From an optimization exercise on the open Yosys and OpenROAD flow, aimed at a short achievable clock period and few clock cycles per item; shortcuts taken in it are not production practice. Only simulation tests tie the RTL to the original design; equivalence was not proved. No activity file was given, so power comes from the tool's default toggle rates.

File: config.mk
export PLATFORM = sky130hd
export DESIGN_NAME = dcache
export DESIGN_NICKNAME = dcache
export VERILOG_FILES = /design/flow/design.v
export SDC_FILE = /design/flow/constraint.sdc
export NUM_CORES = 4
export LEC_CHECK = 0
export ABC_CLOCK_PERIOD_IN_PS = 2500
export CAP_MARGIN = 20
export CORE_MARGIN = 2
export CORE_UTILIZATION = 45
export PLACE_DENSITY = 0.65
export SLEW_MARGIN = 20
export SYNTH_HIERARCHICAL = 1
File: constraint.sdc
create_clock -name core_clock -period 10.0 [get_ports {CLK}]
set_input_delay 2.0000 -clock core_clock [delete_from_list [all_inputs] [get_ports {CLK}]]
set_output_delay 2.0000 -clock core_clock [all_outputs]
set_load 0.01 [all_outputs]
File: design.v
package dcache_pkg;
  typedef logic [32-1:0] word_t;
  typedef struct packed {
    logic                     valid;
    logic                     dirty;
    logic [(32 - 3 - 3)-1:0] tag;
    word_t [2-1:0] data;
  } dcache_frame_t;
  typedef enum logic [3:0] {
    IDLE,
    INV_REQ,
    EVICT_WB1,
    EVICT_WB2,
    FILL1,
    FILL2,
    FILL_DONE,
    SNOOP_WB1,
    SNOOP_WB2,
    SNOOP_TRANS
  } dcache_state_t;
endpackage
`timescale 1ns/1ps
module dcache_tag_eq (
  input  logic [(32 - 3 - 3)-1:0] tag_in,
  input  logic [(32 - 3 - 3)-1:0] tag_line,
  output logic                     eq
);
  assign eq = (tag_in == tag_line);
endmodule
module dcache_hit_any #(parameter int N = 16) (
  input  logic [N-1:0] eq,
  input  logic [N-1:0] qual,
  output logic         hit
);
  assign hit = |(eq & qual);
endmodule
module dcache_hit_word #(parameter int N = 16) (
  input  logic [N-1:0]                     eq,
  input  logic [N-1:0]                     sel,
  input  logic [N-1:0][32-1:0] words,
  output logic [32-1:0]        word
);
  always_comb
  begin
    word = '0;
    for (int i = 0; i < N; i++)
      word = word | (words[i] & {32{eq[i] && sel[i]}});
  end
endmodule
`timescale 1ns/1ps
module dcache (
  input  logic               CLK,
  input  logic               nRST,
  input  logic               dmem_ren,
  input  logic               dmem_wen,
  input  dcache_pkg::word_t  dmem_addr,
  input  dcache_pkg::word_t  dmem_store,
  output logic               dhit,
  output dcache_pkg::word_t  dmem_load,
  input  logic               dwait,
  input  dcache_pkg::word_t  dload,
  output logic               dren,
  output logic               dwen,
  output dcache_pkg::word_t  daddr,
  output dcache_pkg::word_t  dstore,
  input  logic               cc_grant,
  output logic               cc_inv_req,
  output dcache_pkg::word_t  cc_addr,
  input  logic               snoop_req,
  input  logic               snoop_excl,
  input  dcache_pkg::word_t  snoop_addr,
  output logic               snoop_ack
);
  localparam int IW = 3;
  localparam int TW = (32 - 3 - 3);
  localparam int NS = 2**IW;
  localparam int NE = 2*NS;      
  logic [NE-1:0]             valid_r, dirty_r;
  logic [NE-1:0][TW-1:0]     tag_r;
  logic [NE-1:0][1:0][31:0]  data_r;
  logic [NS-1:0]             lru_r;     
  logic        wen_q, sexcl_q;
  logic [31:0] addr_q, store_q;
  logic        c_busy;      
  logic        s_pre;       
  logic        s_busy;      
  logic        miss_q;      
  logic        way_q;       
  logic        xd_q;        
  logic [1:0]  step;        
  logic        wb_q;        
  logic [IW-1:0] wb_idx;    
  logic        wb_way;
  logic        s_hit_q, s_way_q;
  logic [31:0] fb0, fb1;    
  logic        dhit_q, dren_q, dwen_q, inv_q, sack_q;
  logic [31:0] load_q, daddr_q, dstore_q;
  assign dhit       = dhit_q;
  assign dmem_load  = load_q;
  assign dren       = dren_q;
  assign dwen       = dwen_q;
  assign daddr      = daddr_q;
  assign dstore     = dstore_q;
  assign cc_inv_req = inv_q;
  assign cc_addr    = {addr_q[31:3], 3'b000};
  assign snoop_ack  = sack_q;
  logic idle;
  assign idle = !(c_busy || s_pre || s_busy || dhit_q || sack_q);
  logic [IW-1:0] c_idx, s_idx, a_idx;
  assign c_idx = dmem_addr[IW+2:3];
  assign s_idx = snoop_addr[IW+2:3];
  assign a_idx = addr_q[IW+2:3];
  logic [NE-1:0] c_eq, s_eq;
  for (genvar e = 0; e < NE; e++)
  begin : g_line
    dcache_tag_eq u_ceq (.tag_in(dmem_addr[31:IW+3]),  .tag_line(tag_r[e]), .eq(c_eq[e]));
    dcache_tag_eq u_seq (.tag_in(snoop_addr[31:IW+3]), .tag_line(tag_r[e]), .eq(s_eq[e]));
  end
  logic [NE-1:0] c_sel, s_sel, c_q_dirty, c_q_w1, c_q_done, s_q_dirty, s_q_w1;
  always_comb
    for (int e = 0; e < NE; e++)
    begin
      c_sel[e]     = valid_r[e] && (c_idx == e[IW:1]);
      s_sel[e]     = valid_r[e] && (s_idx == e[IW:1]);
      c_q_dirty[e] = c_sel[e] && dirty_r[e];
      c_q_w1[e]    = c_sel[e] && e[0];
      c_q_done[e]  = c_sel[e] && (!dmem_wen || dirty_r[e]);
      s_q_dirty[e] = s_sel[e] && dirty_r[e];
      s_q_w1[e]    = s_sel[e] && e[0];
    end
  logic c_hit, c_way, c_dirty, c_hd, s_hit, s_way, s_wb;
  dcache_hit_any #(.N(NE)) u_chit  (.eq(c_eq), .qual(c_sel),     .hit(c_hit));
  dcache_hit_any #(.N(NE)) u_cway  (.eq(c_eq), .qual(c_q_w1),    .hit(c_way));
  dcache_hit_any #(.N(NE)) u_cdirt (.eq(c_eq), .qual(c_q_dirty), .hit(c_dirty));
  dcache_hit_any #(.N(NE)) u_cdone (.eq(c_eq), .qual(c_q_done),  .hit(c_hd));
  dcache_hit_any #(.N(NE)) u_shit  (.eq(s_eq), .qual(s_sel),     .hit(s_hit));
  dcache_hit_any #(.N(NE)) u_sway  (.eq(s_eq), .qual(s_q_w1),    .hit(s_way));
  dcache_hit_any #(.N(NE)) u_swb   (.eq(s_eq), .qual(s_q_dirty), .hit(s_wb));
  logic [NE-1:0][31:0] c_lw;
  logic [31:0]         c_word;
  always_comb
    for (int e = 0; e < NE; e++)
      c_lw[e] = data_r[e][dmem_addr[2]];
  dcache_hit_word #(.N(NE)) u_cword (.eq(c_eq), .sel(c_sel), .words(c_lw), .word(c_word));
  logic c_v0, c_v1, c_d0, c_d1;
  assign c_v0 = valid_r[{c_idx, 1'b0}];
  assign c_v1 = valid_r[{c_idx, 1'b1}];
  assign c_d0 = dirty_r[{c_idx, 1'b0}];
  assign c_d1 = dirty_r[{c_idx, 1'b1}];
  logic pick, pick_wb;
  always_comb
  begin
    if (!c_v0)
      pick = 1'b0;
    else if (!c_v1)
      pick = 1'b1;
    else
      pick = lru_r[c_idx];
  end
  assign pick_wb = pick ? (c_v1 && c_d1) : (c_v0 && c_d0);
  logic look_s, look_c;
  assign look_s = idle && snoop_req;
  assign look_c = idle && !snoop_req && (dmem_ren || dmem_wen);
  logic x_ok, x_last;
  assign x_ok   = (dren_q || dwen_q) && !dwait;       
  assign x_last = step[0] && (step[1] || !wb_q);
  logic [TW-1:0]    wb_tag;
  logic [1:0][31:0] wb_line;
  assign wb_tag  = tag_r[{wb_idx, wb_way}];
  assign wb_line = data_r[{wb_idx, wb_way}];
  logic c_end, s_end;
  assign c_end = c_busy && (xd_q || (x_ok && x_last)) && (!inv_q || cc_grant);
  assign s_end = s_busy && x_ok && x_last;
  always_ff @(posedge CLK)
  begin
    wen_q   <= dmem_wen;
    addr_q  <= dmem_addr;
    store_q <= dmem_store;
    sexcl_q <= snoop_excl;
  end
  always_ff @(posedge CLK, negedge nRST)
  begin
    if (!nRST)
    begin
      c_busy <= 1'b0;
      s_pre  <= 1'b0;
      s_busy <= 1'b0;
      dhit_q <= 1'b0;
      sack_q <= 1'b0;
      dren_q <= 1'b0;
      dwen_q <= 1'b0;
      inv_q  <= 1'b0;
    end
    else
    begin
      dhit_q <= (look_c && c_hd) || c_end;
      c_busy <= (look_c && !c_hd) || (c_busy && !c_end);
      sack_q <= (look_s && !s_wb) || s_end;
      s_pre  <= look_s && s_wb;
      s_busy <= s_pre || (s_busy && !s_end);
      dren_q <= (look_c && !c_hit) || (dren_q && !(x_ok && step[0]));
      dwen_q <= s_pre || (dren_q && x_ok && step[0] && wb_q) || (dwen_q && !(x_ok && step[0]));
      inv_q  <= (look_c && dmem_wen && !(c_hit && c_dirty)) || (inv_q && !cc_grant);
    end
  end
  always_ff @(posedge CLK)
  begin
    if (idle)
    begin
      miss_q  <= !c_hit;
      way_q   <= c_hit ? c_way : pick;
      xd_q    <= c_hit;
      step    <= snoop_req ? 2'd2 : 2'd0;
      wb_q    <= snoop_req ? 1'b1 : pick_wb;
      wb_idx  <= snoop_req ? s_idx : c_idx;
      wb_way  <= snoop_req ? s_way : pick;
      s_hit_q <= s_hit;
      s_way_q <= s_way;
      daddr_q <= snoop_req ? {snoop_addr[31:3], 3'b000} : {dmem_addr[31:3], 3'b000};
    end
    else if (s_pre)
      dstore_q <= wb_line[0];
    else if (x_ok)
    begin
      if (x_last)
        xd_q <= 1'b1;
      else
        step <= step + 2'd1;
      case (step)
        2'd0: daddr_q[2] <= 1'b1;
        2'd1:
        begin
          daddr_q  <= {wb_tag, wb_idx, 3'b000};
          dstore_q <= wb_line[0];
        end
        2'd2:
        begin
          daddr_q[2] <= 1'b1;
          dstore_q   <= wb_line[1];
        end
        default: ;
      endcase
    end
    if (dren_q && step == 2'd0)
      fb0 <= dload;
    if (dren_q && step == 2'd1)
      fb1 <= dload;
    if (c_busy)
      load_q <= addr_q[2] ? ((dren_q && step == 2'd1) ? dload : fb1) : fb0;
    else
      load_q <= c_word;
  end
  always_ff @(posedge CLK)
  begin
    for (int e = 0; e < NE; e++)
    begin
      if (dhit_q && e[IW:1] == a_idx && e[0] == way_q)
      begin
        if (miss_q)
          tag_r[e] <= addr_q[31:IW+3];
        for (int k = 0; k < 2; k++)
        begin
          if (wen_q && addr_q[2] == k[0])
            data_r[e][k] <= store_q;
          else if (miss_q)
            data_r[e][k] <= (k == 0) ? fb0 : fb1;
        end
      end
    end
  end
  always_ff @(posedge CLK, negedge nRST)
  begin
    if (!nRST)
    begin
      valid_r <= '0;
      dirty_r <= '0;
      lru_r   <= '0;
    end
    else
    begin
      for (int e = 0; e < NE; e++)
      begin
        if (dhit_q && e[IW:1] == a_idx && e[0] == way_q)
        begin
          if (miss_q)
            valid_r[e] <= 1'b1;
          if (wen_q)
            dirty_r[e] <= 1'b1;
          else if (miss_q)
            dirty_r[e] <= 1'b0;
        end
        if (sack_q && s_hit_q && e[IW:1] == wb_idx && e[0] == s_way_q)
        begin
          dirty_r[e] <= 1'b0;
          if (sexcl_q)
            valid_r[e] <= 1'b0;
        end
      end
      if (dhit_q)
        lru_r[a_idx] <= ~way_q;
    end
  end
endmodule
File: flow/run.sh
#!/bin/bash
# The standard layout (the standard synthesis script and ORFS steps), with two changes to
# how it is made:
#  - timing repair aims well below the clock period (a larger setup margin), so that paths far
#    shorter than the period are still improved;
#  - the slow 4-input NOR-type cells (and 3-input ORs) are added to the cells synthesis and
#    repair may not use, next to the platform's own don't-use list.
# The SDC, the clock period and everything measured are the standard flow's own.
set -euo pipefail
PLATFORM_DONT_USE="sky130_fd_sc_hd__probe_p_8 sky130_fd_sc_hd__probec_p_8 sky130_fd_sc_hd__lpflow_bleeder_1 sky130_fd_sc_hd__lpflow_clkbufkapwr_1 sky130_fd_sc_hd__lpflow_clkbufkapwr_16 sky130_fd_sc_hd__lpflow_clkbufkapwr_2 sky130_fd_sc_hd__lpflow_clkbufkapwr_4 sky130_fd_sc_hd__lpflow_clkbufkapwr_8 sky130_fd_sc_hd__lpflow_clkinvkapwr_1 sky130_fd_sc_hd__lpflow_clkinvkapwr_16 sky130_fd_sc_hd__lpflow_clkinvkapwr_2 sky130_fd_sc_hd__lpflow_clkinvkapwr_4 sky130_fd_sc_hd__lpflow_clkinvkapwr_8 sky130_fd_sc_hd__lpflow_decapkapwr_12 sky130_fd_sc_hd__lpflow_decapkapwr_3 sky130_fd_sc_hd__lpflow_decapkapwr_4 sky130_fd_sc_hd__lpflow_decapkapwr_6 sky130_fd_sc_hd__lpflow_decapkapwr_8 sky130_fd_sc_hd__lpflow_inputiso0n_1 sky130_fd_sc_hd__lpflow_inputiso0p_1 sky130_fd_sc_hd__lpflow_inputiso1n_1 sky130_fd_sc_hd__lpflow_inputiso1p_1 sky130_fd_sc_hd__lpflow_inputisolatch_1 sky130_fd_sc_hd__lpflow_isobufsrc_1 sky130_fd_sc_hd__lpflow_isobufsrc_16 sky130_fd_sc_hd__lpflow_isobufsrc_2 sky130_fd_sc_hd__lpflow_isobufsrc_4 sky130_fd_sc_hd__lpflow_isobufsrc_8 sky130_fd_sc_hd__lpflow_isobufsrckapwr_16 sky130_fd_sc_hd__lpflow_lsbuf_lh_hl_isowell_tap_1 sky130_fd_sc_hd__lpflow_lsbuf_lh_hl_isowell_tap_2 sky130_fd_sc_hd__lpflow_lsbuf_lh_hl_isowell_tap_4 sky130_fd_sc_hd__lpflow_lsbuf_lh_isowell_4 sky130_fd_sc_hd__lpflow_lsbuf_lh_isowell_tap_1 sky130_fd_sc_hd__lpflow_lsbuf_lh_isowell_tap_2 sky130_fd_sc_hd__lpflow_lsbuf_lh_isowell_tap_4"
SLOW_CELLS="sky130_fd_sc_hd__or4_1 sky130_fd_sc_hd__or4_2 sky130_fd_sc_hd__or4_4 sky130_fd_sc_hd__or4b_1 sky130_fd_sc_hd__or4b_2 sky130_fd_sc_hd__or4b_4 sky130_fd_sc_hd__or4bb_1 sky130_fd_sc_hd__or4bb_2 sky130_fd_sc_hd__or4bb_4 sky130_fd_sc_hd__nor4_1 sky130_fd_sc_hd__nor4_2 sky130_fd_sc_hd__nor4_4 sky130_fd_sc_hd__nor4b_1 sky130_fd_sc_hd__nor4b_2 sky130_fd_sc_hd__nor4b_4 sky130_fd_sc_hd__nor4bb_1 sky130_fd_sc_hd__nor4bb_2 sky130_fd_sc_hd__nor4bb_4 sky130_fd_sc_hd__a2111oi_0 sky130_fd_sc_hd__a2111oi_1 sky130_fd_sc_hd__a2111oi_2 sky130_fd_sc_hd__a2111oi_4 sky130_fd_sc_hd__a2111o_1 sky130_fd_sc_hd__a2111o_2 sky130_fd_sc_hd__a2111o_4 sky130_fd_sc_hd__or3_1 sky130_fd_sc_hd__or3_2 sky130_fd_sc_hd__or3_4 sky130_fd_sc_hd__or3b_1 sky130_fd_sc_hd__or3b_2 sky130_fd_sc_hd__or3b_4 "
bash standard.sh SETUP_SLACK_MARGIN=6.5 "DONT_USE_CELLS=$PLATFORM_DONT_USE $SLOW_CELLS" finish > make_finish.log 2>&1
File: standard.sh
#!/bin/bash
# synth_recipe.tcl (not shown) runs the flow's synth.tcl, then flattens the netlist and writes it again
# the make line also repeats each setting of config.mk as NAME=value (left out here)
make -C /OpenROAD-flow-scripts/flow DESIGN_CONFIG=/design/flow/config.mk WORK_HOME=/design/flow/orfs CLKGATE_MAP_FILE= SYNTH_SCRIPT=/design/flow/synth_recipe.tcl "${@:-finish}"
==> results of run 1 <==
-- final cells by class --
cell class / instances / area [um2] / share of cell area
Antenna cell: 21 / 52.55 / 0.0004829
Clock buffer: 256 / 5151 / 0.04734
Clock inverter: 92 / 1080 / 0.009923
Inverter: 31 / 118.9 / 0.001092
Multi-Input combinational cell: 3672 / 37430 / 0.3440
Sequential cell: 1722 / 50310 / 0.4623
Tap cell: 2542 / 3181 / 0.02923
Timing Repair Buffer: 863 / 11490 / 0.1056
-- per-module statistics from Yosys (local to each module, per instance), excerpt --
module | flip-flops and latches | area, um2
dcache | 1722 | 73140
dcache_tag_eq | 0 | 292.8
-- cells in the final DEF (no fill, tap or decap), types with 49 or more instances in the layout --
master / count
a221oi_2: 49
a22o_1: 86
and4_1: 130
buf_12: 170
buf_16: 82
buf_4: 288
buf_6: 52
clkbuf_1: 50
clkbuf_16: 191
clkdlybuf4s50_1: 69
dfxtp_1: 91
edfxtp_1: 1546
mux2_2: 611
mux2i_1: 242
mux4_2: 366
nand2_1: 80
nand3_1: 460
nand3_2: 56
nand4_1: 231
nor2_4: 51
xnor2_1: 687
xnor2_2: 77
-- registers in the layout (all words and copies together), names as in the netlist, 2 cells and up --
| name | count |
|---|---|
| addr_q | 30 |
| daddr_q | 30 |
| data_r | 1024 |
| dirty_r | 16 |
| dstore_q | 32 |
| fb0 | 32 |
| fb1 | 32 |
| load_q | 32 |
| lru_r | 8 |
| step | 2 |
| store_q | 32 |
| tag_r | 416 |
| valid_r | 16 |
| wb_idx | 3 |
-- worst max-delay path, cell delays in order --
cell and delay [ns]:
buf_12 0.10, buf_12 0.14, buf_8 0.13, xnor2_2 0.15, nand4_1 0.29, nor3_4 0.33, and3_4 0.39, buf_12 0.14
buf_16 0.15, buf_12 0.12, nand3_2 0.06, and4_1 0.19, nand4_1 0.11, nand2_2 0.16, o21ai_2 0.14
-- power groups by stage --
| stage | clock network, W | registers, W | logic (W) |
|---|---|---|---|
| floorplan | 0 | 0.00933 | 0.00458 |
| global placement | 0 | 0.00944 | 0.00666 |
| detailed placement | 0 | 0.00946 | 0.00673 |
| CTS | 0.00712 | 0.00932 | 0.00712 |
| global route | 0.00741 | 0.00937 | 0.00751 |
| finish | 0.00712 | 0.00935 | 0.00730 |
-- metal layers --
layer,part of all wire,vias to the layer above
met2,0.43,5565
met1,0.34,31560
met4,0.084,44
met3,0.15,1569
met5,0.0012,-
li1,-,24230
-- timing repair --
action                                  in CTS  in global routing
pin swaps                                  207                144
gates resized for setup                   1263                156
cloned                                      97                  2
setup buffers                              354                 32
endpoints found under the setup margin     182                113
-- kinds of logic (layout without fill, tap and decap cells) --
kind of cell    Yosys count  after routing  synth area share
compound gates          300            300           0.02926
xor+xnor                832            832           0.08579
fa+ha+maj                10             10          0.001426
buf+inv                 387           1242           0.02882
flops                  1722           1722            0.5720
mux                    1225           1225            0.2014
other cells               1             42        0.00004274
simple gates           1271           1284           0.08125
-- path summary, 6_finish.rpt --
check / endpoint / from / cells past startpoint
min in group asynchronous: valid_r[9]$_DFF_PN0_ / nRST / 2
max in group asynchronous: dirty_r[14]$_DFFE_PN0P_ / nRST / 2
hold / removal: lru_r[7]$_DFFE_PN0P_ / lru_r[7]$_DFFE_PN0P_ / 2
setup reg to reg: data_r[290]$_DFFE_PP_ / dhit_q$_DFF_PN0_ / 5
setup / recovery: load_q[22]$_DFF_P_ / dmem_addr[15] / 15
hold reg to reg: lru_r[7]$_DFFE_PN0P_ / lru_r[7]$_DFFE_PN0P_ / 2
-- stage by stage --
stage          power (W)  hold WS, ns  setup WS (ns)  cells
2_1_floorplan    0.01390       0.4330          6.252   5768
3_3_place_gp     0.01610       0.4638          3.725   8344
3_5_place_dp     0.01619       0.4757          3.659   8344
4_1_cts          0.02356       0.4885          6.293   9143
5_1_grt          0.02429       0.5105          6.203   9187
6_report         0.02377       0.4893          6.141   9199
==> results by group, run 1 <==
Yosys
  • Syn avg cell area: 15.26 um2
  • Ys async rst share: 0.02787
  • Synth Flop Type: edfxtp_1
  • Cell Area, Synth: 87,740 um2
  • Seq cells post-synth: 1,722
  • Top cells by count, synth: edfxtp_1 (1,546), xnor2_1 (768), mux2_2 (613)
  • Register area share after synthesis: 0.5720
  • Synth area leaders: edfxtp_1 (53%), mux4_2 (9.4%), mux2_2 (7.9%)
  • Top-count cell post-synth: edfxtp_1
  • Post-synth cell types: 56
  • EDFF count, synth: 1,546
  • Synth top area share: 0.5291
  • Warnings, synthesis: 8
  • Post-Synthesis Cells: 5,748
  • Post-synth top area cell: edfxtp_1

STA
  • Setup_tns: 0 ns
  • Tightest Pin Transition: 1.224 ns
  • Worst-case clock skew: 0.06612 ns
  • Min Clock Period, post-route: 3.859 ns
  • Max_slew headroom: 0.1839
  • Final setup viols: 0
  • Final Slew Violations: 0
  • Fmax: 259.1 MHz
  • Final Hold Fails: 0
  • Tcrit/Tclk final: 0.3859
  • RSZ-0062 raised after global routing: true

Routing
  • Routed wire length: 361,100 um
  • Detailed Route Iter0 Violations: 10,310
  • Residual DRC: 0
  • Vias post-DR: 62,970
  • Mean routed wirelength per cell: 39.25 um
  • DR pass1 iterations: 6
  • Vias per Instance: 6.846
  • ANT nets after route: 0

Global route
  • Vias in the first global route: 61,190
  • First-pass GRT wire length: 488,300 um
  • Total GRT Usage: 0.3564
  • GR Util met1: 0.4396
  • Initial antenna violation count: 43
  • Largest net degree at the start of global routing: 119
  • Most used routing layer: met2
  • Total grt overflow: 0
  • Met2 Usage GRT: 0.5208
  • M3 GR Usage: 0.1325

CTS
  • Clock-pin slew on the worst setup and hold paths: 0.06 ns
  • Clock Sinks: 1,722
  • TritonCTS clock tree: yes
  • Cts hold-fix bufs: 0
  • H-tree Lvls: 4
  • Clock latency (worst-skew pair): 0.87 ns
  • Inserted Clock Buffers: 185
  • Clock Tree Buf Depth: 3
  • Root Buffer: clkbuf_16

Worst setup path
  • Startpoint types: primary input
  • Crit path kind: primary input to flip-flop
  • Reg2Reg Setup Slack: 6.48 ns
  • Arrival @ worst endpoint: 4.63 ns
  • Critical Path Fanout Max: 7
  • Capturing element type of the critical path: flip-flop
  • CP required: 10.77 ns

Layout
  • Area grow syn2layout: 24.01%
  • Filler cells: 14,890
  • Layout Nets: 6,621
  • Layout cell share with drive strength beyond 1: 0.3709
  • Fin area: 108,800 um2
  • Core Util, Final: 0.5598

Die
  • Core Area: 194,400 um2
  • Core Rows: 162
  • Starting Density: 0.4514
  • I/O pin total: 269
  • Die width: 445.6 um
  • Die Span Y: 445.6 um
  • Total Die Area: 198,500 um2

Min path
  • Hold Crit Class: flip-flop to flip-flop

Placed design
  • Placed cell areas: 92,690 um2
  • IO buf count: 258
  • Dpl hpwl: 180,500 um
  • RePlAce Congestion: 0.9168

Power
  • Psw: 0.007779 W
  • Clock share of power: 0.300
  • Leak: 35.99 nW
  • Internal cell power: 0.01600 W
  • Pwr/cell area: 218.5 nW/um2
  • Switching share of total power: 0.3272
  • Peak VDD IR: 0.2848 mV
  • Comb pwr share: 0.307
  • Sequential Power Share: 0.393

Job
  • Max cap viols: 0

Outcome
  • Status: finished clean
Testbench counts, summed over its fixed seeds: cycles 345,737, requests 64,000.
==> run 2: changes to the inputs <==
--- a/design.v
+++ b/design.v
@@ -28,4 +28,11 @@
   assign eq = (tag_in == tag_line);
 endmodule
+module dcache_tag_eq_word (
+  input  logic [(32 - 3 - 3)-1:0] tag_in,
+  input  logic [(32 - 3 - 3)-1:0] tag_line,
+  output logic                     eq
+);
+  assign eq = (tag_in == tag_line);
+endmodule
 module dcache_hit_any #(parameter int N = 16) (
   input  logic [N-1:0] eq,
@@ -111,8 +118,9 @@
   assign s_idx = snoop_addr[IW+2:3];
   assign a_idx = addr_q[IW+2:3];
-  logic [NE-1:0] c_eq, s_eq;
+  logic [NE-1:0] c_eq, c_eqw, s_eq;
   for (genvar e = 0; e < NE; e++)
   begin : g_line
     dcache_tag_eq u_ceq (.tag_in(dmem_addr[31:IW+3]),  .tag_line(tag_r[e]), .eq(c_eq[e]));
+    dcache_tag_eq_word u_ceqw (.tag_in(dmem_addr[31:IW+3]), .tag_line(tag_r[e]), .eq(c_eqw[e]));
     dcache_tag_eq u_seq (.tag_in(snoop_addr[31:IW+3]), .tag_line(tag_r[e]), .eq(s_eq[e]));
   end
@@ -142,5 +150,5 @@
     for (int e = 0; e < NE; e++)
       c_lw[e] = data_r[e][dmem_addr[2]];
-  dcache_hit_word #(.N(NE)) u_cword (.eq(c_eq), .sel(c_sel), .words(c_lw), .word(c_word));
+  dcache_hit_word #(.N(NE)) u_cword (.eq(c_eqw), .sel(c_sel), .words(c_lw), .word(c_word));
   logic c_v0, c_v1, c_d0, c_d1;
   assign c_v0 = valid_r[{c_idx, 1'b0}];
==> flow/run.sh (replaced) <==
#!/bin/bash
# The standard layout (the standard synthesis script and ORFS steps), with two changes to
# how it is made:
#  - timing repair aims well below the clock period (a larger setup margin), so that paths far
#    shorter than the period are still improved;
#  - the slow NOR-type cells (4- and 3-input NORs and ORs) are added to the cells synthesis and
#    repair may not use, next to the platform's own don't-use list.
# The SDC, the clock period and everything measured are the standard flow's own.
set -euo pipefail
PLATFORM_DONT_USE="sky130_fd_sc_hd__probe_p_8 sky130_fd_sc_hd__probec_p_8 sky130_fd_sc_hd__lpflow_bleeder_1 sky130_fd_sc_hd__lpflow_clkbufkapwr_1 sky130_fd_sc_hd__lpflow_clkbufkapwr_16 sky130_fd_sc_hd__lpflow_clkbufkapwr_2 sky130_fd_sc_hd__lpflow_clkbufkapwr_4 sky130_fd_sc_hd__lpflow_clkbufkapwr_8 sky130_fd_sc_hd__lpflow_clkinvkapwr_1 sky130_fd_sc_hd__lpflow_clkinvkapwr_16 sky130_fd_sc_hd__lpflow_clkinvkapwr_2 sky130_fd_sc_hd__lpflow_clkinvkapwr_4 sky130_fd_sc_hd__lpflow_clkinvkapwr_8 sky130_fd_sc_hd__lpflow_decapkapwr_12 sky130_fd_sc_hd__lpflow_decapkapwr_3 sky130_fd_sc_hd__lpflow_decapkapwr_4 sky130_fd_sc_hd__lpflow_decapkapwr_6 sky130_fd_sc_hd__lpflow_decapkapwr_8 sky130_fd_sc_hd__lpflow_inputiso0n_1 sky130_fd_sc_hd__lpflow_inputiso0p_1 sky130_fd_sc_hd__lpflow_inputiso1n_1 sky130_fd_sc_hd__lpflow_inputiso1p_1 sky130_fd_sc_hd__lpflow_inputisolatch_1 sky130_fd_sc_hd__lpflow_isobufsrc_1 sky130_fd_sc_hd__lpflow_isobufsrc_16 sky130_fd_sc_hd__lpflow_isobufsrc_2 sky130_fd_sc_hd__lpflow_isobufsrc_4 sky130_fd_sc_hd__lpflow_isobufsrc_8 sky130_fd_sc_hd__lpflow_isobufsrckapwr_16 sky130_fd_sc_hd__lpflow_lsbuf_lh_hl_isowell_tap_1 sky130_fd_sc_hd__lpflow_lsbuf_lh_hl_isowell_tap_2 sky130_fd_sc_hd__lpflow_lsbuf_lh_hl_isowell_tap_4 sky130_fd_sc_hd__lpflow_lsbuf_lh_isowell_4 sky130_fd_sc_hd__lpflow_lsbuf_lh_isowell_tap_1 sky130_fd_sc_hd__lpflow_lsbuf_lh_isowell_tap_2 sky130_fd_sc_hd__lpflow_lsbuf_lh_isowell_tap_4"
SLOW_CELLS="sky130_fd_sc_hd__or4_1 sky130_fd_sc_hd__or4_2 sky130_fd_sc_hd__or4_4 sky130_fd_sc_hd__or4b_1 sky130_fd_sc_hd__or4b_2 sky130_fd_sc_hd__or4b_4 sky130_fd_sc_hd__or4bb_1 sky130_fd_sc_hd__or4bb_2 sky130_fd_sc_hd__or4bb_4 sky130_fd_sc_hd__nor4_1 sky130_fd_sc_hd__nor4_2 sky130_fd_sc_hd__nor4_4 sky130_fd_sc_hd__nor4b_1 sky130_fd_sc_hd__nor4b_2 sky130_fd_sc_hd__nor4b_4 sky130_fd_sc_hd__nor4bb_1 sky130_fd_sc_hd__nor4bb_2 sky130_fd_sc_hd__nor4bb_4 sky130_fd_sc_hd__a2111oi_0 sky130_fd_sc_hd__a2111oi_1 sky130_fd_sc_hd__a2111oi_2 sky130_fd_sc_hd__a2111oi_4 sky130_fd_sc_hd__a2111o_1 sky130_fd_sc_hd__a2111o_2 sky130_fd_sc_hd__a2111o_4 sky130_fd_sc_hd__or3_1 sky130_fd_sc_hd__or3_2 sky130_fd_sc_hd__or3_4 sky130_fd_sc_hd__or3b_1 sky130_fd_sc_hd__or3b_2 sky130_fd_sc_hd__or3b_4 sky130_fd_sc_hd__nor3_1 sky130_fd_sc_hd__nor3_2 sky130_fd_sc_hd__nor3_4 sky130_fd_sc_hd__nor3b_1 sky130_fd_sc_hd__nor3b_2 sky130_fd_sc_hd__nor3b_4"
bash standard.sh SETUP_SLACK_MARGIN=6.5 "DONT_USE_CELLS=$PLATFORM_DONT_USE $SLOW_CELLS" finish > make_finish.log 2>&1
==> run 2 against run 1 <==
Effect of this change: still clean on timing, DRC and antenna; die area is 5.2% higher; global-route usage decreased by 0.42 points; worst setup slack gained 0.11 ns; routed wire length grew 7.3%; power up 0.78%; first-iteration DRC count increased by 6.9%; maximum frequency rose by 2.9%; clock skew hardly changed; synthesized area grew 5.2%; synthesized cell count is 11% higher; clock-buffer cell count fell by 8; largest cell class unchanged.
==> results by group, run 2 <==
CTS
  • Clock Sinks: 1,722
  • Inserted Clock Buffers: 187
  • Clock Tree Buf Depth: 3
  • H-tree Lvls: 4
  • TritonCTS clock tree: yes
  • Cts hold-fix bufs: 0
  • Root Buffer: clkbuf_16
  • Clock latency (worst-skew pair): 0.88 ns
  • Clock-pin slew on the worst setup and hold paths: 0.06 ns

Die
  • Total Die Area: 208,800 um2
  • Core Area: 204,400 um2
  • Die width: 457.0 um
  • Die Span Y: 457.0 um
  • Starting Density: 0.4518
  • Core Rows: 166
  • I/O pin total: 269

Worst setup path
  • Worst path buffer plus inverter count: 4
  • Critical path cell sequence: buf_16, buf_12, xnor2_1, nand4_1, nor2_1, and4_2, a221oi_4, nand4_1, buf_4, inv_2, mux2_4
  • Capturing element type of the critical path: flip-flop
  • Arrival @ worst endpoint: 4.34 ns
  • Critical path depth in cells: 11
  • Cell family with most CP delay: simple AND/OR/NAND/NOR gates
  • CP required: 10.59 ns
  • CP most frequent cell: nand4_1
  • Largest stage delay, worst path: 0.46 ns
  • Critical Path Fanout Max: 5
  • CP max stage cell: nor2_1
  • Startpoint types: primary input
  • Worst Reg-to-Reg Cells: 6
  • Crit path kind: primary input to flip-flop
  • Reg2Reg Setup Slack: 6.48 ns

Yosys
  • Cell Area, Synth: 92,340 um2
  • Synth Flop Type: edfxtp_1
  • Synth area leaders: edfxtp_1 (50%), xnor2_1 (12%), mux4_2 (8.9%)
  • Post-synthesis mux area share: 0.1914
  • Simple-gate share of the synthesized area: 0.09034
  • Post-synth cell types: 55
  • Adder-Cell Fraction of Synth Area: 0.001355
  • Ys async rst share: 0.02787
  • Post-synth top area cell: edfxtp_1
  • Register area share after synthesis: 0.5435
  • Compound-Gate Fraction of Synth Area: 0.02801
  • Synth top area share: 0.5028
  • Main combinational cell family by area after synthesis: multiplexers
  • XOR/XNOR share of the synthesized area: 0.1184
  • Post-Synthesis Cells: 6,375
  • Top-count cell post-synth: edfxtp_1
  • Top cells by count, synth: edfxtp_1 (1,546), xnor2_1 (1,248), mux2_2 (613)
  • Seq cells post-synth: 1,722
  • Syn avg cell area: 14.48 um2
  • Warnings, synthesis: 8
  • EDFF count, synth: 1,546

Power
  • Sequential Power Share: 0.392
  • Clock share of power: 0.297
  • Leak: 36.53 nW
  • Comb pwr share: 0.312
  • Internal cell power: 0.01597 W
  • Pwr/cell area: 212.4 nW/um2
  • Peak VDD IR: 0.3845 mV
  • Psw: 0.007989 W
  • Switching share of total power: 0.3334

Routing
  • ANT nets after route: 0
  • Residual DRC: 0
  • Mean routed wirelength per cell: 38.95 um
  • Routed wire length: 387,500 um
  • Vias per Instance: 6.823
  • Vias post-DR: 67,880
  • DR pass1 iterations: 9
  • Detailed Route Iter0 Violations: 11,030

STA
  • Max_slew headroom: 0.1889
  • Worst-case clock skew: 0.06658 ns
  • Final setup viols: 0
  • Tightest Pin Transition: 1.217 ns
  • RSZ-0062 raised after global routing: true
  • Final Slew Violations: 0
  • Setup_tns: 0 ns
  • Tcrit/Tclk final: 0.3751
  • Hold Slack: 0.4779 ns
  • Final Hold Fails: 0
  • Min Clock Period, post-route: 3.751 ns
  • Fmax: 266.6 MHz

Placed design
  • RePlAce Congestion: 0.9163
  • Post-Place Cells: 9,128
  • IO buf count: 258
  • Dpl hpwl: 193,400 um

Job
  • Max cap viols: 0

Global route
  • First-pass GRT wire length: 513,200 um
  • Vias in the first global route: 65,070
  • Initial antenna violation count: 39
  • Total grt overflow: 0
  • Total GRT Usage: 0.3522
  • Largest net degree at the start of global routing: 117

Layout
  • Commonest non-fill, non-tap cell in the layout: edfxtp_1
  • Top Registers: data_r: 1024 flops, tag_r: 416 flops
  • Largest register FFs: 1,024
  • Core Util, Final: 0.5520
  • Layout cell share with drive strength beyond 1: 0.3345
  • Reg with most FFs: data_r
  • Area grow syn2layout: 22.18%
  • Non-Filler Instances: 9,949
  • Layout Nets: 7,223
  • Filler cells: 15,950
  • Most frequent cells in the layout: edfxtp_1 (1,546), xnor2_1 (1,203), mux2_2 (611)

Min path
  • Hold Crit Class: flip-flop to flip-flop
  • Worst Hold Path Cells: 1

Outcome
  • Status: finished clean
-- run 2: changes by cell type after synthesis, sizes merged, moves of 5 or more --
cell,before,now
nor2b,8,16
nor3,70,0
nor2,87,202
nand2,90,140
xor2,64,0
and3,79,44
xnor2,768,1248
nand4,231,280
and4,132,228
nor3b,5,0
-- run 2: timing repair --
| action | CTS | global route |
|---|---|---|
| pin swaps | 94 | 206 |
| gates resized for setup | 994 | 330 |
| endpoints found under the setup margin | 238 | 125 |
| buffers inserted | 287 | 55 |
| gates cloned | 81 | 25 |
-- run 2: per-layer routing --
layer | track usage | vias up | routed length (um)
li1 | - | 26260 | -
met5 | 0 | - | 479
met1 | 0.4444 | 34100 | 132900
met4 | 0.2281 | 40 | 31680
met3 | 0.1307 | 1554 | 59400
met2 | 0.5084 | 5931 | 163100
-- run 2: stage by stage --
stage          power [W]  instance area (um2)  worst slack (ns)
3_5_place_dp     0.01639                97440             4.323
4_1_cts          0.02360               110700             6.307
6_report         0.02396               112800             6.249
3_3_place_gp     0.01627                97440             4.369
5_1_grt          0.02443               112800             6.234
2_1_floorplan    0.01400                92620             6.254
-- run 2: path summary, 6_finish.rpt --
path	from	to
worst max-delay path	dmem_addr[10]	way_q$_DFFE_PN_
worst min-delay path	lru_r[4]$_DFFE_PN0P_	lru_r[4]$_DFFE_PN0P_
worst max register to register	wb_idx[1]$_DFFE_PN_	dstore_q[2]$_DFFE_PP_
worst min register to register	lru_r[4]$_DFFE_PN0P_	lru_r[4]$_DFFE_PN0P_
max in group asynchronous	nRST	sack_q$_DFF_PN0_
min in group asynchronous	nRST	dwen_q$_DFF_PN0_
-- run 2: power groups by stage --
stage          Clock [W]  Combinational, W  Sequential (W)
2_1_floorplan          0           0.00466         0.00934
3_3_place_gp           0           0.00681         0.00946
3_5_place_dp           0           0.00691         0.00948
4_1_cts          0.00710           0.00716         0.00935
5_1_grt          0.00738           0.00765         0.00941
6_report         0.00711           0.00747         0.00939
-- run 2: cell type report --
| type | instances | area (um2) | share of cell area |
|---|---|---|---|
| Tap cell | 2688 | 3363 | 0.02981 |
| Sequential cell | 1722 | 50320 | 0.4460 |
| Timing Repair Buffer | 836 | 11100 | 0.09835 |
| Inverter | 36 | 137.6 | 0.001220 |
| Clock inverter | 102 | 1099 | 0.009737 |
| Clock buffer | 248 | 5111 | 0.04530 |
| Antenna cell | 23 | 57.56 | 0.0005102 |
| Multi-Input combinational cell | 4294 | 41630 | 0.3690 |
-- run 2: cells by family after synthesis --
group                      after synthesis
DFF                                   1722
adders and majority gates               10
and+or+nand+nor                       1479
other                                    1
AOI/OAI and AO/OA                      302
muxes                                 1225
buffers and inverters                  388
xor gates and xnor gates              1248
-- run 2: modules after synthesis, one instance, submodules excluded, a selection --
| module | flops+latches | area (um2) | cells inside |
|---|---|---|---|
| dcache | 1722 | 73110 | 3768 |
| dcache_tag_eq | 0 | 291.5 | 37 |
| dcache_tag_eq_word | 0 | 291.5 | 37 |
-- run 2: worst register-to-register path: cells and delay by family, from the launching register on --
kind | cells | cell delay [ns]
buffers and inverters | 2 | 1.50
muxes | 2 | 0.49
DFF | 1 | 0.42
AOI/OAI and AO/OA | 2 | 0.82
Testbench counts of run 2, summed over its fixed seeds: cycles 345,737, requests 64,000.
==> run 3: changes to the inputs <==
--- a/design.v
+++ b/design.v
@@ -44,13 +44,13 @@
 module dcache_hit_word #(parameter int N = 16) (
   input  logic [N-1:0]                     eq,
-  input  logic [N-1:0]                     sel,
   input  logic [N-1:0][32-1:0] words,
+  input  logic [32-1:0]        extra,
   output logic [32-1:0]        word
 );
   always_comb
   begin
-    word = '0;
+    word = extra;
     for (int i = 0; i < N; i++)
-      word = word | (words[i] & {32{eq[i] && sel[i]}});
+      word = word | (words[i] & {32{eq[i]}});
   end
 endmodule
@@ -93,13 +93,14 @@
   logic        s_busy;      
   logic        miss_q;      
-  logic        way_q;       
+  logic        c_way_q;     
+  logic        pick_q;      
   logic        xd_q;        
   logic [1:0]  step;        
   logic        wb_q;        
   logic [IW-1:0] wb_idx;    
-  logic        wb_way;
   logic        s_hit_q, s_way_q;
   logic [31:0] fb0, fb1;    
-  logic        dhit_q, dren_q, dwen_q, inv_q, sack_q;
+  logic        dhit_q, dren_q, dwen_q, sack_q;
+  logic        inv_a, inv_b;  
   logic [31:0] load_q, daddr_q, dstore_q;
   assign dhit       = dhit_q;
@@ -109,5 +110,5 @@
   assign daddr      = daddr_q;
   assign dstore     = dstore_q;
-  assign cc_inv_req = inv_q;
+  assign cc_inv_req = inv_a || inv_b;
   assign cc_addr    = {addr_q[31:3], 3'b000};
   assign snoop_ack  = sack_q;
@@ -149,6 +150,9 @@
   always_comb
     for (int e = 0; e < NE; e++)
-      c_lw[e] = data_r[e][dmem_addr[2]];
-  dcache_hit_word #(.N(NE)) u_cword (.eq(c_eqw), .sel(c_sel), .words(c_lw), .word(c_word));
+      c_lw[e] = c_sel[e] ? data_r[e][dmem_addr[2]] : '0;
+  logic [31:0] c_fill;
+  assign c_fill = c_busy ? (addr_q[2] ? ((dren_q && step == 2'd1) ? dload : fb1) : fb0) : '0;
+  dcache_hit_word #(.N(NE)) u_cword (.eq(c_eqw), .words(c_lw), .extra(c_fill),
+                                     .word(c_word));
   logic c_v0, c_v1, c_d0, c_d1;
   assign c_v0 = valid_r[{c_idx, 1'b0}];
@@ -175,8 +179,11 @@
   logic [TW-1:0]    wb_tag;
   logic [1:0][31:0] wb_line;
+  logic way_q, wb_way;
+  assign way_q   = miss_q ? pick_q : c_way_q;
+  assign wb_way  = (s_pre || s_busy) ? s_way_q : pick_q;
   assign wb_tag  = tag_r[{wb_idx, wb_way}];
   assign wb_line = data_r[{wb_idx, wb_way}];
   logic c_end, s_end;
-  assign c_end = c_busy && (xd_q || (x_ok && x_last)) && (!inv_q || cc_grant);
+  assign c_end = c_busy && (xd_q || (x_ok && x_last)) && (!(inv_a || inv_b) || cc_grant);
   assign s_end = s_busy && x_ok && x_last;
   always_ff @(posedge CLK)
@@ -198,5 +205,6 @@
       dren_q <= 1'b0;
       dwen_q <= 1'b0;
-      inv_q  <= 1'b0;
+      inv_a  <= 1'b0;
+      inv_b  <= 1'b0;
     end
     else
@@ -209,5 +217,6 @@
       dren_q <= (look_c && !c_hit) || (dren_q && !(x_ok && step[0]));
       dwen_q <= s_pre || (dren_q && x_ok && step[0] && wb_q) || (dwen_q && !(x_ok && step[0]));
-      inv_q  <= (look_c && dmem_wen && !(c_hit && c_dirty)) || (inv_q && !cc_grant);
+      inv_a  <= look_c && dmem_wen && !c_dirty;
+      inv_b  <= (inv_a || inv_b) && !cc_grant;
     end
   end
@@ -217,10 +226,10 @@
     begin
       miss_q  <= !c_hit;
-      way_q   <= c_hit ? c_way : pick;
+      c_way_q <= c_way;
+      pick_q  <= pick;
       xd_q    <= c_hit;
       step    <= snoop_req ? 2'd2 : 2'd0;
       wb_q    <= snoop_req ? 1'b1 : pick_wb;
       wb_idx  <= snoop_req ? s_idx : c_idx;
-      wb_way  <= snoop_req ? s_way : pick;
       s_hit_q <= s_hit;
       s_way_q <= s_way;
@@ -254,8 +263,5 @@
     if (dren_q && step == 2'd1)
       fb1 <= dload;
-    if (c_busy)
-      load_q <= addr_q[2] ? ((dren_q && step == 2'd1) ? dload : fb1) : fb0;
-    else
-      load_q <= c_word;
+    load_q <= c_word;
   end
   always_ff @(posedge CLK)
--- a/flow/run.sh
+++ b/flow/run.sh
@@ -10,3 +10,3 @@
 PLATFORM_DONT_USE="sky130_fd_sc_hd__probe_p_8 sky130_fd_sc_hd__probec_p_8 sky130_fd_sc_hd__lpflow_bleeder_1 sky130_fd_sc_hd__lpflow_clkbufkapwr_1 sky130_fd_sc_hd__lpflow_clkbufkapwr_16 sky130_fd_sc_hd__lpflow_clkbufkapwr_2 sky130_fd_sc_hd__lpflow_clkbufkapwr_4 sky130_fd_sc_hd__lpflow_clkbufkapwr_8 sky130_fd_sc_hd__lpflow_clkinvkapwr_1 sky130_fd_sc_hd__lpflow_clkinvkapwr_16 sky130_fd_sc_hd__lpflow_clkinvkapwr_2 sky130_fd_sc_hd__lpflow_clkinvkapwr_4 sky130_fd_sc_hd__lpflow_clkinvkapwr_8 sky130_fd_sc_hd__lpflow_decapkapwr_12 sky130_fd_sc_hd__lpflow_decapkapwr_3 sky130_fd_sc_hd__lpflow_decapkapwr_4 sky130_fd_sc_hd__lpflow_decapkapwr_6 sky130_fd_sc_hd__lpflow_decapkapwr_8 sky130_fd_sc_hd__lpflow_inputiso0n_1 sky130_fd_sc_hd__lpflow_inputiso0p_1 sky130_fd_sc_hd__lpflow_inputiso1n_1 sky130_fd_sc_hd__lpflow_inputiso1p_1 sky130_fd_sc_hd__lpflow_inputisolatch_1 sky130_fd_sc_hd__lpflow_isobufsrc_1 sky130_fd_sc_hd__lpflow_isobufsrc_16 sky130_fd_sc_hd__lpflow_isobufsrc_2 sky130_fd_sc_hd__lpflow_isobufsrc_4 sky130_fd_sc_hd__lpflow_isobufsrc_8 sky130_fd_sc_hd__lpflow_isobufsrckapwr_16 sky130_fd_sc_hd__lpflow_lsbuf_lh_hl_isowell_tap_1 sky130_fd_sc_hd__lpflow_lsbuf_lh_hl_isowell_tap_2 sky130_fd_sc_hd__lpflow_lsbuf_lh_hl_isowell_tap_4 sky130_fd_sc_hd__lpflow_lsbuf_lh_isowell_4 sky130_fd_sc_hd__lpflow_lsbuf_lh_isowell_tap_1 sky130_fd_sc_hd__lpflow_lsbuf_lh_isowell_tap_2 sky130_fd_sc_hd__lpflow_lsbuf_lh_isowell_tap_4"
 SLOW_CELLS="sky130_fd_sc_hd__or4_1 sky130_fd_sc_hd__or4_2 sky130_fd_sc_hd__or4_4 sky130_fd_sc_hd__or4b_1 sky130_fd_sc_hd__or4b_2 sky130_fd_sc_hd__or4b_4 sky130_fd_sc_hd__or4bb_1 sky130_fd_sc_hd__or4bb_2 sky130_fd_sc_hd__or4bb_4 sky130_fd_sc_hd__nor4_1 sky130_fd_sc_hd__nor4_2 sky130_fd_sc_hd__nor4_4 sky130_fd_sc_hd__nor4b_1 sky130_fd_sc_hd__nor4b_2 sky130_fd_sc_hd__nor4b_4 sky130_fd_sc_hd__nor4bb_1 sky130_fd_sc_hd__nor4bb_2 sky130_fd_sc_hd__nor4bb_4 sky130_fd_sc_hd__a2111oi_0 sky130_fd_sc_hd__a2111oi_1 sky130_fd_sc_hd__a2111oi_2 sky130_fd_sc_hd__a2111oi_4 sky130_fd_sc_hd__a2111o_1 sky130_fd_sc_hd__a2111o_2 sky130_fd_sc_hd__a2111o_4 sky130_fd_sc_hd__or3_1 sky130_fd_sc_hd__or3_2 sky130_fd_sc_hd__or3_4 sky130_fd_sc_hd__or3b_1 sky130_fd_sc_hd__or3b_2 sky130_fd_sc_hd__or3b_4 sky130_fd_sc_hd__nor3_1 sky130_fd_sc_hd__nor3_2 sky130_fd_sc_hd__nor3_4 sky130_fd_sc_hd__nor3b_1 sky130_fd_sc_hd__nor3b_2 sky130_fd_sc_hd__nor3b_4"
-bash standard.sh SETUP_SLACK_MARGIN=6.5 "DONT_USE_CELLS=$PLATFORM_DONT_USE $SLOW_CELLS" finish > make_finish.log 2>&1
+bash standard.sh SETUP_SLACK_MARGIN=7.0 "DONT_USE_CELLS=$PLATFORM_DONT_USE $SLOW_CELLS" finish > make_finish.log 2>&1
==> run 3 against run 2 <==
Effect of this change: clock-buffer cell count is 5 higher; sequential cell count is 1 higher; worst hold slack better by 0.0061 ns.
==> results by group, run 3 <==
Outcome
  • Status: finished clean

Yosys
  • Top-count cell post-synth: edfxtp_1
  • Syn avg cell area: 13.12 um2
  • Post-synth top area cell: edfxtp_1
  • Ys async rst share: 0.02844
  • Seq cells post-synth: 1,723
  • Post-Synthesis Cells: 7,008
  • EDFF count, synth: 1,546
  • Warnings, synthesis: 8
  • Top cells by count, synth: edfxtp_1 (1,546), xnor2_1 (1,248), nor2_1 (823)
  • Cell Area, Synth: 91,920 um2
  • Post-synth cell types: 54
  • Synth top area share: 0.5051
  • Synth area leaders: edfxtp_1 (51%), xnor2_1 (12%), mux2i_1 (8.0%)
  • Synth Flop Type: edfxtp_1
  • Register area share after synthesis: 0.5463

Layout
  • Layout cell share with drive strength beyond 1: 0.2616
  • Top Registers: data_r: 1024 flops, tag_r: 416 flops
  • Reg with most FFs: data_r
  • Area grow syn2layout: 26.43%
  • Layout Nets: 7,936
  • Commonest non-fill, non-tap cell in the layout: edfxtp_1
  • Fin area: 116,200 um2
  • Largest register FFs: 1,024
  • Most frequent cells in the layout: edfxtp_1 (1,546), xnor2_1 (1,191), mux2i_1 (734)

STA
  • Max_slew headroom: 0.2249
  • Fmax: 260.4 MHz
  • RSZ-0062 raised after global routing: true
  • Final Slew Violations: 0
  • Tightest Pin Transition: 1.163 ns
  • Tcrit/Tclk final: 0.3840
  • Setup_tns: 0 ns
  • Final Hold Fails: 0
  • Final setup viols: 0
  • Worst-case clock skew: 0.07699 ns
  • Min Clock Period, post-route: 3.840 ns

Routing
  • Routed wire length: 434,400 um
  • Detailed Route Iter0 Violations: 14,050
  • DR pass1 iterations: 10
  • Residual DRC: 0
  • Vias per Instance: 7.081
  • Mean routed wirelength per cell: 40.75 um
  • ANT nets after route: 0
  • Vias post-DR: 75,490

Die
  • I/O pin total: 269
  • Die width: 456.0 um
  • Core Area: 202,500 um2
  • Total Die Area: 207,900 um2
  • Starting Density: 0.4538
  • Core Rows: 165
  • Die Span Y: 456.0 um

Global route
  • Vias in the first global route: 69,870
  • Initial antenna violation count: 35
  • Total GRT Usage: 0.4000
  • First-pass GRT wire length: 574,700 um
  • Total grt overflow: 0
  • Largest net degree at the start of global routing: 73

Worst setup path
  • Critical path cell sequence: buf_2
  • Largest stage delay, worst path: 0.70 ns
  • Crit path kind: flip-flop to primary output
  • Capturing element type of the critical path: primary output
  • Critical Path Fanout Max: 1
  • Cell family with most CP delay: flip-flops
  • CP required: 8.00 ns
  • Worst path buffer plus inverter count: 1
  • CP max stage cell: edfxtp_1
  • Arrival @ worst endpoint: 1.84 ns
  • Startpoint types: flip-flop

CTS
  • Inserted Clock Buffers: 189
  • Clock Sinks: 1,723
  • Clock Tree Buf Depth: 3
  • Cts hold-fix bufs: 0
  • TritonCTS clock tree: yes
  • H-tree Lvls: 4
  • Clock-pin slew on the worst setup and hold paths: 0.06 ns
  • Clock latency (worst-skew pair): 0.92 ns
  • Root Buffer: clkbuf_16

Placed design
  • Placed cell areas: 97,550 um2
  • Dpl hpwl: 203,800 um
  • IO buf count: 258
  • RePlAce Congestion: 0.9640

Power
  • Internal cell power: 0.01663 W
  • Pwr/cell area: 222.2 nW/um2
  • Psw: 0.009191 W
  • Clock share of power: 0.292
  • Peak VDD IR: 0.2175 mV
  • Comb pwr share: 0.343
  • Sequential Power Share: 0.365
  • Switching share of total power: 0.3559
  • Leak: 40.09 nW

Job
  • Max cap viols: 0

Min path
  • Hold Crit Class: flip-flop to flip-flop
==> run 3: what timing repair did <==
item / 4_1_cts / 5_1_grt
buffers inserted: 354 / 64
pin swaps: 260 / 79
setup endpoints to repair: 1974 / 962
cloned: 120 / 15
resized for setup: 1676 / 158
==> run 3: path summary, 6_finish.rpt <==
path	start	end	slack, ns	cells after the start
max in group asynchronous	nRST	dhit_q$_DFF_PN0_	8.17	2
min in group asynchronous	nRST	dirty_r[0]$_DFFE_PN0P_	1.25	2
worst max-delay path	daddr_q[2]$_DFFE_PP_	daddr[2]	6.16	1
worst min register to register	lru_r[2]$_DFFE_PN0P_	lru_r[2]$_DFFE_PN0P_	0.48	2
worst min-delay path	lru_r[2]$_DFFE_PN0P_	lru_r[2]$_DFFE_PN0P_	0.48	2
worst max register to register	step[0]$_SDFFCE_PN0P_	load_q[19]$_DFF_P_	6.61	8
==> run 3: cell type report <==
type                            instances  area (um2)
Fill cell                           15450       86320
Sequential cell                      1723       50400
Multi-Input combinational cell       4877       42110
Timing Repair Buffer                  952       13420
Clock buffer                          253        5246
Tap cell                             2672        3343
Clock inverter                        104        1403
Inverter                               47       197.7
Antenna cell                           32       80.08
==> run 3: per-layer routing <==
| layer | track usage | up-vias | part of all wire |
|---|---|---|---|
| met5 | 0.01240 | - | 0.0014 |
| met4 | 0.2998 | 28 | 0.10 |
| met3 | 0.1790 | 2403 | 0.18 |
| met2 | 0.5525 | 8021 | 0.40 |
| met1 | 0.4881 | 36720 | 0.32 |
| li1 | - | 28320 | - |
==> run 3: power groups by stage <==
stage / combinational, W / clock [W] / sequential [W]
detailed placement: 0.00685 / 0 / 0.00952
CTS: 0.00778 / 0.00750 / 0.00937
global route: 0.00890 / 0.00780 / 0.00942
global placement: 0.00679 / 0 / 0.00950
finish: 0.00886 / 0.00755 / 0.00942
floorplan: 0.00433 / 0 / 0.00934
==> run 3: through the flow <==
| stage | total power, W | hold slack (ns) | cells | setup slack [ns] | utilization |
|---|---|---|---|---|---|
| 2_1_floorplan | 0.01367 | 0.4428 | 7028 | 6.290 | - |
| 3_3_place_gp | 0.01629 | 0.4635 | 9717 | 4.203 | 0.4816 |
| 3_5_place_dp | 0.01636 | 0.4742 | 9718 | 4.156 | 0.4817 |
| 4_1_cts | 0.02465 | 0.4873 | 10550 | 6.310 | 0.5655 |
| 5_1_grt | 0.02612 | 0.5096 | 10630 | 6.255 | 0.5735 |
| 6_report | 0.02583 | 0.4840 | 10660 | 6.160 | 0.5738 |
==> run 3: modules after synthesis (local to each module, per instance), a selection <==
module / cells / area [um2]
dcache: 4801 / 74270
dcache_tag_eq_word: 37 / 291.5
dcache_tag_eq: 37 / 291.5
==> run 3: logic make-up after synthesis <==
family | count (synthesis) | synth area share
xor+xnor | 1248 | 0.1189
flops | 1723 | 0.5463
fa+ha+maj | 10 | 0.001361
buf+inv | 441 | 0.02449
other cells | 1 | 0.00004080
mux | 1099 | 0.1565
compound gates | 744 | 0.06315
simple gates | 1742 | 0.08927
Testbench counts of run 3, summed over its fixed seeds: cycles 345,737, requests 64,000.
==> run 4: changes to the inputs <==
--- a/design.v
+++ b/design.v
@@ -184,4 +184,6 @@
   assign wb_tag  = tag_r[{wb_idx, wb_way}];
   assign wb_line = data_r[{wb_idx, wb_way}];
+  logic [1:0] step_n;
+  assign step_n = (x_ok && !x_last) ? step + 2'd1 : step;
   logic c_end, s_end;
   assign c_end = c_busy && (xd_q || (x_ok && x_last)) && (!(inv_a || inv_b) || cc_grant);
@@ -234,8 +236,5 @@
       s_hit_q <= s_hit;
       s_way_q <= s_way;
-      daddr_q <= snoop_req ? {snoop_addr[31:3], 3'b000} : {dmem_addr[31:3], 3'b000};
     end
-    else if (s_pre)
-      dstore_q <= wb_line[0];
     else if (x_ok)
     begin
@@ -244,19 +243,12 @@
       else
         step <= step + 2'd1;
-      case (step)
-        2'd0: daddr_q[2] <= 1'b1;
-        2'd1:
-        begin
-          daddr_q  <= {wb_tag, wb_idx, 3'b000};
-          dstore_q <= wb_line[0];
-        end
-        2'd2:
-        begin
-          daddr_q[2] <= 1'b1;
-          dstore_q   <= wb_line[1];
-        end
-        default: ;
-      endcase
     end
+    if (idle)
+      daddr_q <= snoop_req ? {snoop_addr[31:3], 3'b000} : {dmem_addr[31:3], 3'b000};
+    else if (step_n[1])
+      daddr_q <= {wb_tag, wb_idx, step_n[0], 2'b00};
+    else
+      daddr_q <= {addr_q[31:3], step_n[0], 2'b00};
+    dstore_q <= wb_line[step_n[0]];
     if (dren_q && step == 2'd0)
       fb0 <= dload;
==> run 4 against run 3 <==
Effect of this change: worst setup slack better by 0.27 ns; clock-buffer cell count is 5 higher; first-iteration DRC count is 15% lower; combinational power is 9.8% lower; die area is 0.67% lower; design area is 2.1% lower; sequential cell count stayed put; critical path type unchanged; largest cell class unchanged.
==> results by group, run 4 <==
CTS
  • Clock-pin slew on the worst setup and hold paths: 0.06 ns
  • TritonCTS clock tree: yes
  • Inserted Clock Buffers: 184
  • Root Buffer: clkbuf_16
  • H-tree Lvls: 4
  • Clock Sinks: 1,723
  • Clock latency (worst-skew pair): 0.89 ns
  • Clock Tree Buf Depth: 3

Die
  • I/O pin total: 269
  • Core Area: 201,900 um2
  • Starting Density: 0.4522
  • Core Rows: 165
  • Total Die Area: 206,500 um2
  • Die Span Y: 454.4 um
  • Die width: 454.4 um

Global route
  • Total grt overflow: 0
  • Total GRT Usage: 0.3719
  • Largest net degree at the start of global routing: 131
  • Initial antenna violation count: 35
  • First-pass GRT wire length: 530,100 um
  • Vias in the first global route: 65,920

Power
  • Pwr/cell area: 216.3 nW/um2
  • Internal cell power: 0.01634 W
  • Sequential Power Share: 0.379
  • Peak VDD IR: 0.2072 mV
  • Leak: 38.88 nW
  • Clock share of power: 0.296
  • Comb pwr share: 0.325
  • Switching share of total power: 0.3361
  • Psw: 0.008273 W

Yosys
  • Synth Flop Type: edfxtp_1
  • Top cells by count, synth: edfxtp_1 (1,484), xnor2_1 (1,248), nor2_1 (813)
  • Post-synth cell types: 48
  • Cell Area, Synth: 91,290 um2
  • Post-synth top area cell: edfxtp_1
  • Ys async rst share: 0.02844
  • Syn avg cell area: 13.88 um2
  • Seq cells post-synth: 1,723
  • Top-count cell post-synth: edfxtp_1
  • Synth top area share: 0.4881
  • EDFF count, synth: 1,484
  • Register area share after synthesis: 0.5432
  • Synth area leaders: edfxtp_1 (49%), xnor2_1 (12%), mux4_2 (9.1%)
  • Post-Synthesis Cells: 6,578
  • Warnings, synthesis: 8

Job
  • Max cap viols: 0

Routing
  • Mean routed wirelength per cell: 39.08 um
  • Residual DRC: 0
  • Vias post-DR: 69,420
  • Routed wire length: 396,200 um
  • Vias per Instance: 6.848
  • ANT nets after route: 0
  • Detailed Route Iter0 Violations: 11,900
  • DR pass1 iterations: 9

STA
  • RSZ-0062 raised after global routing: true
  • Final Slew Violations: 0
  • Tcrit/Tclk final: 0.3572
  • Fmax: 279.9 MHz
  • Max_slew headroom: 0.1898
  • Final setup viols: 0
  • Final Hold Fails: 0
  • Setup_tns: 0 ns
  • Worst-case clock skew: 0.06689 ns
  • Min Clock Period, post-route: 3.572 ns
  • Tightest Pin Transition: 1.215 ns

Worst setup path
  • CP max stage cell: dfrtp_1
  • Critical Path Fanout Max: 2
  • Arrival @ worst endpoint: 1.57 ns
  • Largest stage delay, worst path: 0.37 ns
  • Startpoint types: flip-flop
  • Critical path cell sequence: nor2_2, inv_2, buf_6
  • Cell family with most CP delay: flip-flops
  • Crit path kind: flip-flop to primary output
  • CP required: 8.00 ns
  • Capturing element type of the critical path: primary output
  • Worst path buffer plus inverter count: 2

Placed design
  • Placed cell areas: 97,100 um2
  • IO buf count: 258
  • RePlAce Congestion: 0.9341
  • Dpl hpwl: 195,000 um

Layout
  • Commonest non-fill, non-tap cell in the layout: edfxtp_1
  • Most frequent cells in the layout: edfxtp_1 (1,484), xnor2_1 (1,210), mux2i_1 (690)
  • Area grow syn2layout: 24.64%
  • Top Registers: data_r: 1024 flops, tag_r: 416 flops
  • Layout Nets: 7,421
  • Fin area: 113,800 um2
  • Largest register FFs: 1,024
  • Filler cells: 15,570
  • Layout cell share with drive strength beyond 1: 0.2887
  • Register area: 49,820 um2
  • Reg with most FFs: data_r
  • Multi-input gate area: 42,020 um2

Outcome
  • Status: finished clean

Min path
  • Hold Crit Class: flip-flop to flip-flop
run 4: cell types whose count changed in the layout (fill, tap and decap cells not counted), sizes merged, moves of 61 or more:
cell	previous run	this run
a21oi	130	69
a31oi	86	0
buf	820	731
dfxtp	128	190
edfxtp	1546	1484
mux2	103	165
mux4	260	370
nand2	332	112
nand3	112	29
o221ai	82	0
o22ai	2	63
run 4: what timing repair did:
item | CTS | global route
gates cloned | 107 | 12
setup endpoints to repair | 973 | 386
hold buffers | 0 | 0
pin swaps | 236 | 95
resized for setup | 1690 | 142
buffers inserted | 245 | 76
run 4: logic make-up (layout without fill, tap and decap cells):
| family | after synthesis | count (layout) | share of synthesized area |
|---|---|---|---|
| simple gates | 1438 | 1445 | 0.07657 |
| mux | 1229 | 1229 | 0.1877 |
| compound gates | 523 | 523 | 0.04837 |
| fa+ha+maj | 9 | 9 | 0.001234 |
| buf+inv | 407 | 1239 | 0.02311 |
| flops | 1723 | 1723 | 0.5432 |
| xor+xnor | 1248 | 1248 | 0.1197 |
| other cells | 1 | 50 | 0.00004108 |
run 4: modules after synthesis, one instance, submodules excluded, excerpt:
module / copies in the design / area (um2)
dcache: 1 / 73650
dcache_tag_eq_word: 16 / 291.5
dcache_tag_eq: 32 / 291.5
run 4: path summary, 6_finish.rpt:
path | startpoint | endpoint | slack (ns) | cells past startpoint
worst max register to register | step[0]$_SDFFCE_PN0P_ | load_q[27]$_DFF_P_ | 6.75 | 7
worst min register to register | fb1[20]$_DFF_P_ | fb1[20]$_DFF_P_ | 0.49 | 1
max in group asynchronous | nRST | dren_q$_DFF_PN0_ | 8.26 | 2
min in group asynchronous | nRST | valid_r[14]$_DFF_PN0_ | 1.26 | 2
worst max-delay path | inv_a$_DFF_PN0_ | cc_inv_req | 6.43 | 3
worst min-delay path | fb1[20]$_DFF_P_ | fb1[20]$_DFF_P_ | 0.49 | 1
run 4: through the flow:
stage | worst slack (ns) | hold WS [ns] | std cells | utilization | power [W]
6_report | 6.428 | 0.4926 | 10140 | 0.5636 | 0.02461
5_1_grt | 6.384 | 0.5143 | 10120 | 0.5633 | 0.02508
4_1_cts | 6.394 | 0.4927 | 10020 | 0.5553 | 0.02414
3_5_place_dp | 4.393 | 0.4722 | 9322 | 0.4809 | 0.01602
3_3_place_gp | 4.439 | 0.4619 | 9321 | 0.4808 | 0.01593
2_1_floorplan | 6.343 | 0.4428 | 6598 | - | 0.01360
run 4: power by group through the flow:
stage          clock network, W  registers [W]  logic (W)
5_1_grt                 0.00756        0.00936    0.00816
6_report                0.00728        0.00934    0.00799
3_5_place_dp                  0        0.00941    0.00661
4_1_cts                 0.00728        0.00929    0.00757
2_1_floorplan                 0        0.00926    0.00434
3_3_place_gp                  0        0.00939    0.00654
run 4: per-layer routing:
| layer | wire length [um] | up-vias | GRT usage |
|---|---|---|---|
| met5 | 130 | - | 0.001166 |
| met4 | 32350 | 14 | 0.2422 |
| met3 | 64010 | 1599 | 0.1534 |
| met2 | 161600 | 6393 | 0.5173 |
| met1 | 138200 | 34760 | 0.4753 |
| li1 | - | 26660 | - |
run 4: layout make-up:
class                   count  share of cell area
diodes                     29           0.0006378
clock inverters            89            0.008654
well taps                2672             0.02938
clock buffers             258             0.04781
repair buffers            847              0.1049
flip-flops and latches   1723              0.4378
inverters                  45            0.001506
multi-input cells        4475              0.3693
Testbench counts of run 4, summed over its fixed seeds: cycles 345,737, requests 64,000.

## port drivers added, routing unchanged
No port has a modelled driver above. Below, the same layouts with a new extraction and two added sets of constraints.
Step 1 assumes that a clkbuf_16 drives the clock port and a buf_2 every other input.
Step 2 adds t to the input delays and takes it off the output delays; t is the mean of the earliest and latest rising clock arrival at the registers after step 1. Input paths then give back, and output paths get back, about the clock's delay inside the block.
Slacks: ideal ports / drivers / drivers and shift; pairs: ideal ports / drivers.
run	shift t [ns]	setup WS [ns]	worst hold slack (ns)	worst setup path after step 2	clock arrival spread, ns
run 1	0.933	6.141 / 6.153 / 5.220	0.489 / 0.489 / 0.489	input to register	0.069 / 0.068
run 2	0.949	6.249 / 6.228 / 5.337	0.478 / 0.478 / 0.478	input to register	0.072 / 0.072
run 3	0.974	6.160 / 6.066 / 5.507	0.484 / 0.484 / 0.484	input to register	0.077 / 0.077
run 4	0.945	6.428 / 6.339 / 5.544	0.493 / 0.493 / 0.493	input to register	0.068 / 0.068
After both steps setup and hold are still met in every run listed. The setup slack of run 1, which loses most, moves by +0.012 ns with the drivers and by -0.921 ns with both steps.
